This is an optimization exercise on Yosys and OpenROAD, whose aim is small area and a short achievable clock period, not a production implementation.
At most, simulation tests tie the RTL to the original design; equivalence was not proved.

Design attack_arbiter, start of the top module:
module attack_arbiter #(
  parameter int unsigned        STUN_W      = 24,
  parameter logic [STUN_W-1:0]  STUN_CYCLES = 24'd20,
  parameter int unsigned        DMG_W       = 10,
  parameter int unsigned        DMG_MAX     = 999
) (
  input  logic             clock,
  input  logic             reset,
  input  logic [31:0]      p1_attack,
  input  logic [31:0]      p1_knockback,
  input  logic [31:0]      p2_attack,
  input  logic [31:0]      p2_knockback,
  output logic [DMG_W-1:0] p1_damage,
  output logic [DMG_W-1:0] p2_damage,
  output logic [31:0]      p1_kb_out,
  output logic             p1_kb_valid,
  output logic [31:0]      p2_kb_out,
  output logic             p2_kb_valid,
  output logic             p1_stunned,
  output logic             p2_stunned,
  output logic             clash
);
  localparam int unsigned SW = 5;
  logic              p1Block, p2Block;        
  logic              p1Pending, p2Pending;
  logic [1:0]        p1Code, p2Code;
  logic              vicIsP1;
  logic [31:0]       atkKb;
  logic [DMG_W:0]    opFactor;
  logic [5:0]        opOne, opTwo;
  logic [4:0]        opNeg;
  logic [SW-1:0]     stunCount;
  logic              stunIsP2;
  logic [DMG_W-1:0]  p1Damage, p2Damage;
  logic [39:0]       p1KbOut, p2KbOut;
  logic              p1KbValid, p2KbValid, clashReg;
  logic              eval;                    
  logic              p1HitEv, p2HitEv, p1Stun, p2Stun;
  logic              p1Cand, p2Cand, p1Victim, p2Victim, clashNow;
  logic              p1PendNext, p2PendNext, p1PendKeep, p2PendKeep, vicIsP1Next;
  logic [1:0]        p1CodeNext, p2CodeNext;
  logic [DMG_W-1:0]  dmgNext, opDamage;
  logic [20:0]       p1VicOps, p2VicOps;      
  logic [DMG_W:0]    factorNext;
  logic [39:0]       kbScaled;
  assign p1Stun = (stunCount != '0) & ~stunIsP2;
  assign p2Stun = (stunCount != '0) & stunIsP2;
  ...
For scale: about 2400 cells after synthesis, roughly 220 I/O pins.
==> flow/config.mk <==
export PLATFORM = sky130hd
export DESIGN_NAME = attack_arbiter
export DESIGN_NICKNAME = attack_arbiter
export VERILOG_FILES = /design/flow/design.v
export SDC_FILE = /design/flow/constraint.sdc
export NUM_CORES = 4
export LEC_CHECK = 0
export ABC_AREA = 1
export CAP_MARGIN = 20
export CORE_MARGIN = 2
export CORE_UTILIZATION = 45
export SLEW_MARGIN = 20
==> flow/constraint.sdc <==
create_clock -name core_clock -period 12.0 [get_ports {clock}]
set_input_delay 2.4000 -clock core_clock [delete_from_list [all_inputs] [get_ports {clock}]]
set_output_delay 2.4000 -clock core_clock [all_outputs]
set_load 0.01 [all_outputs]
standard.sh (not shown) runs the stock make flow with config.mk's settings and CLKGATE_MAP_FILE= SYNTH_SCRIPT=/design/flow/synth_recipe.tcl, a recipe that flattens the netlist after the stock synthesis.
==> flow/flow/run.sh <==
#!/bin/bash
# Layout flow: the standard synthesis and layout, with
# - inverters around the synthesized full adders removed by flipping adder
#   polarities (flow/polarity.py; combinational only, registers untouched),
# - the port buffers made as the smallest plain buffer instead of the delay
#   buffer buffer_ports picks by default, and
# - a clock tree of smaller buffers without dummy loads.
# Each step's output goes to a log file here.
set -euo pipefail
MARGIN=$(cat flow/margin.txt)
NETLIST="$PWD/orfs/results/${FLOW_PLATFORM}/attack_arbiter/base/1_2_yosys.v"
bash standard.sh "$NETLIST" > synth.log 2>&1
python3 flow/polarity.py "$NETLIST" > polarity.log 2>&1
bash standard.sh SETUP_SLACK_MARGIN="$MARGIN" \
  "BUFFER_PORTS_ARGS=-buffer_cell sky130_fd_sc_hd__buf_1" \
  "CTS_ARGS=-sink_clustering_enable -repair_clock_nets -dont_use_dummy_load -buf_list {sky130_fd_sc_hd__clkbuf_4 sky130_fd_sc_hd__clkbuf_8}" \
  finish > layout.log 2>&1
==> flow/flow/margin.txt <==
7.1
Other scripts of this flow, unchanged in this note and not shown: flow/flow/polarity.py
Next try:
==> flow/flow/margin.txt (replaced) <==
7.3
- CORE_UTILIZATION: 45 -> 55
Synthesized cell count does not change.
Via count rose by 1.3%.
Worst setup slack is better by 43 ps.
Cell area rises by 1.4%.
Die area shrinks by 18%.
Next try:
==> flow/flow/margin.txt (replaced) <==
6.9
=> First-iteration DRC count goes up by 29%. Setup slack gets worse by 200 ps. Design area goes down by 5.4%. Via count goes down by 1.5%. Global-route usage goes down by 0.67 points. Hold slack gets worse by 57 ps. Final cell count goes down by 1.2%. Synthesized area stays the same.
Next try:
==> flow/flow/margin.txt (replaced) <==
7.1
=> The new run went through all stages and came out clean; critical path depth does not change; worst hold slack improves by 4.1 ps; synthesized cell count does not change; routed wire length goes up slightly.
Next try:
--- a/flow/flow/run.sh
+++ b/flow/flow/run.sh
@@ -5,4 +5,5 @@
 # - the port buffers made as the smallest plain buffer instead of the delay
-#   buffer buffer_ports picks by default, and
-# - a clock tree of smaller buffers without dummy loads.
+#   buffer buffer_ports picks by default,
+# - a clock tree of smaller buffers without dummy loads, and
+# - the resizer's power recovery (downsizing off the critical paths).
 # Each step's output goes to a log file here.
@@ -13,3 +14,3 @@
 python3 flow/polarity.py "$NETLIST" > polarity.log 2>&1
-bash standard.sh SETUP_SLACK_MARGIN="$MARGIN" \
+bash standard.sh SETUP_SLACK_MARGIN="$MARGIN" RECOVER_POWER=100 \
   "BUFFER_PORTS_ARGS=-buffer_cell sky130_fd_sc_hd__buf_1" \
Effect:
- The changed run produced a layout that fails on max-capacitance violations, max-slew violations
- hold slack stays flat
- setup slack is worse by 3000 ps
- clock skew barely changes
- final area falls slightly
- die area stays the same
No functional check of the RTL was part of any run of this note.

========
== main ==
Another version of the RTL of attack_arbiter (not shown whole).
Size in the first run: roughly 2600 cells after synthesis, ~160 flip-flops, about 220 I/O pins, ~0.019 mm² of cells after synthesis.
// attack_arbiter
module attack_arbiter #(
  parameter int unsigned        STUN_W      = 24,
  parameter logic [STUN_W-1:0]  STUN_CYCLES = 24'd20,
  parameter int unsigned        DMG_W       = 10,
  parameter int unsigned        DMG_MAX     = 999
) (
  input  logic             clock,
  input  logic             reset,
  input  logic [31:0]      p1_attack,
  input  logic [31:0]      p1_knockback,
  input  logic [31:0]      p2_attack,
  input  logic [31:0]      p2_knockback,
  output logic [DMG_W-1:0] p1_damage,
  output logic [DMG_W-1:0] p2_damage,
  output logic [31:0]      p1_kb_out,
  output logic             p1_kb_valid,
  output logic [31:0]      p2_kb_out,
  output logic             p2_kb_valid,
  output logic             p1_stunned,
  output logic             p2_stunned,
  output logic             clash
);
  localparam int unsigned SW = 5;
  logic              p1Block, p2Block;        
  logic              p1Pending, p2Pending;
  logic [1:0]        p1Code, p2Code;
  logic              vicIsP1;
  logic [31:0]       atkKb;
  logic [DMG_W-1:0]  opDamage;
  logic [DMG_W:0]    opFactor;
  logic [5:0]        opOne, opTwo;
  logic [4:0]        opNeg;
  logic [SW-1:0]     stunCount;
  logic              stunIsP2;
  logic [DMG_W-1:0]  p1Damage, p2Damage;
  logic [35:0]       p1KbOut, p2KbOut;
  logic              p1KbValid, p2KbValid, clashReg;
  logic              eval;                    
  logic              p1HitEv, p2HitEv, p1Stun, p2Stun;
  logic              p1Cand, p2Cand, p1Victim, p2Victim, clashNow;
  logic              p1PendNext, p2PendNext, vicIsP1Next;
  logic [1:0]        p1CodeNext, p2CodeNext;
  logic [DMG_W-1:0]  dmgNext;
  logic [20:0]       p1VicOps, p2VicOps;      
  logic [DMG_W:0]    factorNext;
  ...
Settings: LEC_CHECK=0, ABC_AREA=1, CAP_MARGIN=20, CORE_MARGIN=2, CORE_UTILIZATION=55, SLEW_MARGIN=20; clock period 12.0 ns.
==> flow/flow/run.sh <==
#!/bin/bash
# Layout flow: the standard synthesis and layout, with
# - the port buffers made as the smallest plain buffer instead of the delay
#   buffer buffer_ports picks by default, and
# - a clock tree of smaller buffers without dummy loads.
# Each step's output goes to a log file here.
set -euo pipefail
MARGIN=$(cat flow/margin.txt)
bash standard.sh synth > synth.log 2>&1
bash standard.sh SETUP_SLACK_MARGIN="$MARGIN" \
  "BUFFER_PORTS_ARGS=-buffer_cell sky130_fd_sc_hd__buf_1" \
  "CTS_ARGS=-sink_clustering_enable -repair_clock_nets -dont_use_dummy_load -buf_list {sky130_fd_sc_hd__clkbuf_4 sky130_fd_sc_hd__clkbuf_8}" \
  finish > layout.log 2>&1
==> flow/flow/margin.txt <==
7
main went all the way through synthesis, placement and routing and the layout is clean on timing, DRC and antenna.
Inputs modified between main and the feature branch:
==> flow/flow/run.sh <==
#!/bin/bash
# Layout flow: the standard synthesis and layout, with
# - the port buffers made as the smallest plain buffer instead of the delay
#   buffer buffer_ports picks by default.
# Each step's output goes to a log file here.
set -euo pipefail
MARGIN=$(cat flow/margin.txt)
bash standard.sh synth > synth.log 2>&1
bash standard.sh SETUP_SLACK_MARGIN="$MARGIN" \
  "BUFFER_PORTS_ARGS=-buffer_cell sky130_fd_sc_hd__buf_1" finish > layout.log 2>&1
--- a/flow/config.mk
+++ b/flow/config.mk
@@ -11 +11 @@
-export CORE_UTILIZATION = 55
+export CORE_UTILIZATION = 40
--- outcome ---
No run among the feature branch and main stopped early or left any final violation; all are clean. Summary of the feature branch over main: net total in the final layout climbed 14, wire length reported by the detailed router moved up. Number of antenna violations at the first check in global routing for the feature branch: 1 down relative to main. The feature branch ended up with opFactor[3] as its worst setup path startpoint; main ended up with opFactor[1].

## port drivers added, routing unchanged
The results above use ideal ports. As a check the final layouts listed here were re-extracted and re-timed, cells and wires unchanged. Step 1 assumes that a clkbuf_16 drives the clock port and a buf_2 every other input. Step 2 also shifts input and output timing later by t, the mid clock arrival at the registers, as if the neighbouring blocks saw the same clock. Slacks: ideal / step 1 / step 2; pairs: ideal / step 1.
| run | t (ns) | slack for setup (ns) | worst register clock-pin slew, ns | cell pins on the clock port's net |
|---|---|---|---|---|
| the first run of note 1 | 0.532 | 7.253 / 7.253 / 6.832 | 0.09 / 0.09 | 1 |
| the second run of note 1 | 0.534 | 7.296 / 7.296 / 6.930 | 0.09 / 0.09 | 1 |
| the third run of note 1 | 0.542 | 7.101 / 7.101 / 6.668 | 0.11 / 0.11 | 1 |
| the fourth run of note 1 | 0.554 | 7.230 / 7.230 / 6.789 | 0.10 / 0.10 | 1 |
| the fifth run of note 1 | 0.552 | 4.244 / 4.275 / 3.722 | 0.10 / 0.10 | 1 |
| main | 0.537 | 7.000 / 7.000 / 6.753 | 0.09 / 0.09 | 1 |
| the feature branch | 0.514 | 7.071 / 7.071 / 6.692 | 0.08 / 0.08 | 1 |
For the fifth run of note 1, which loses most, drivers alone change the setup slack by +0.031 ns; drivers and shift together by -0.522 ns.
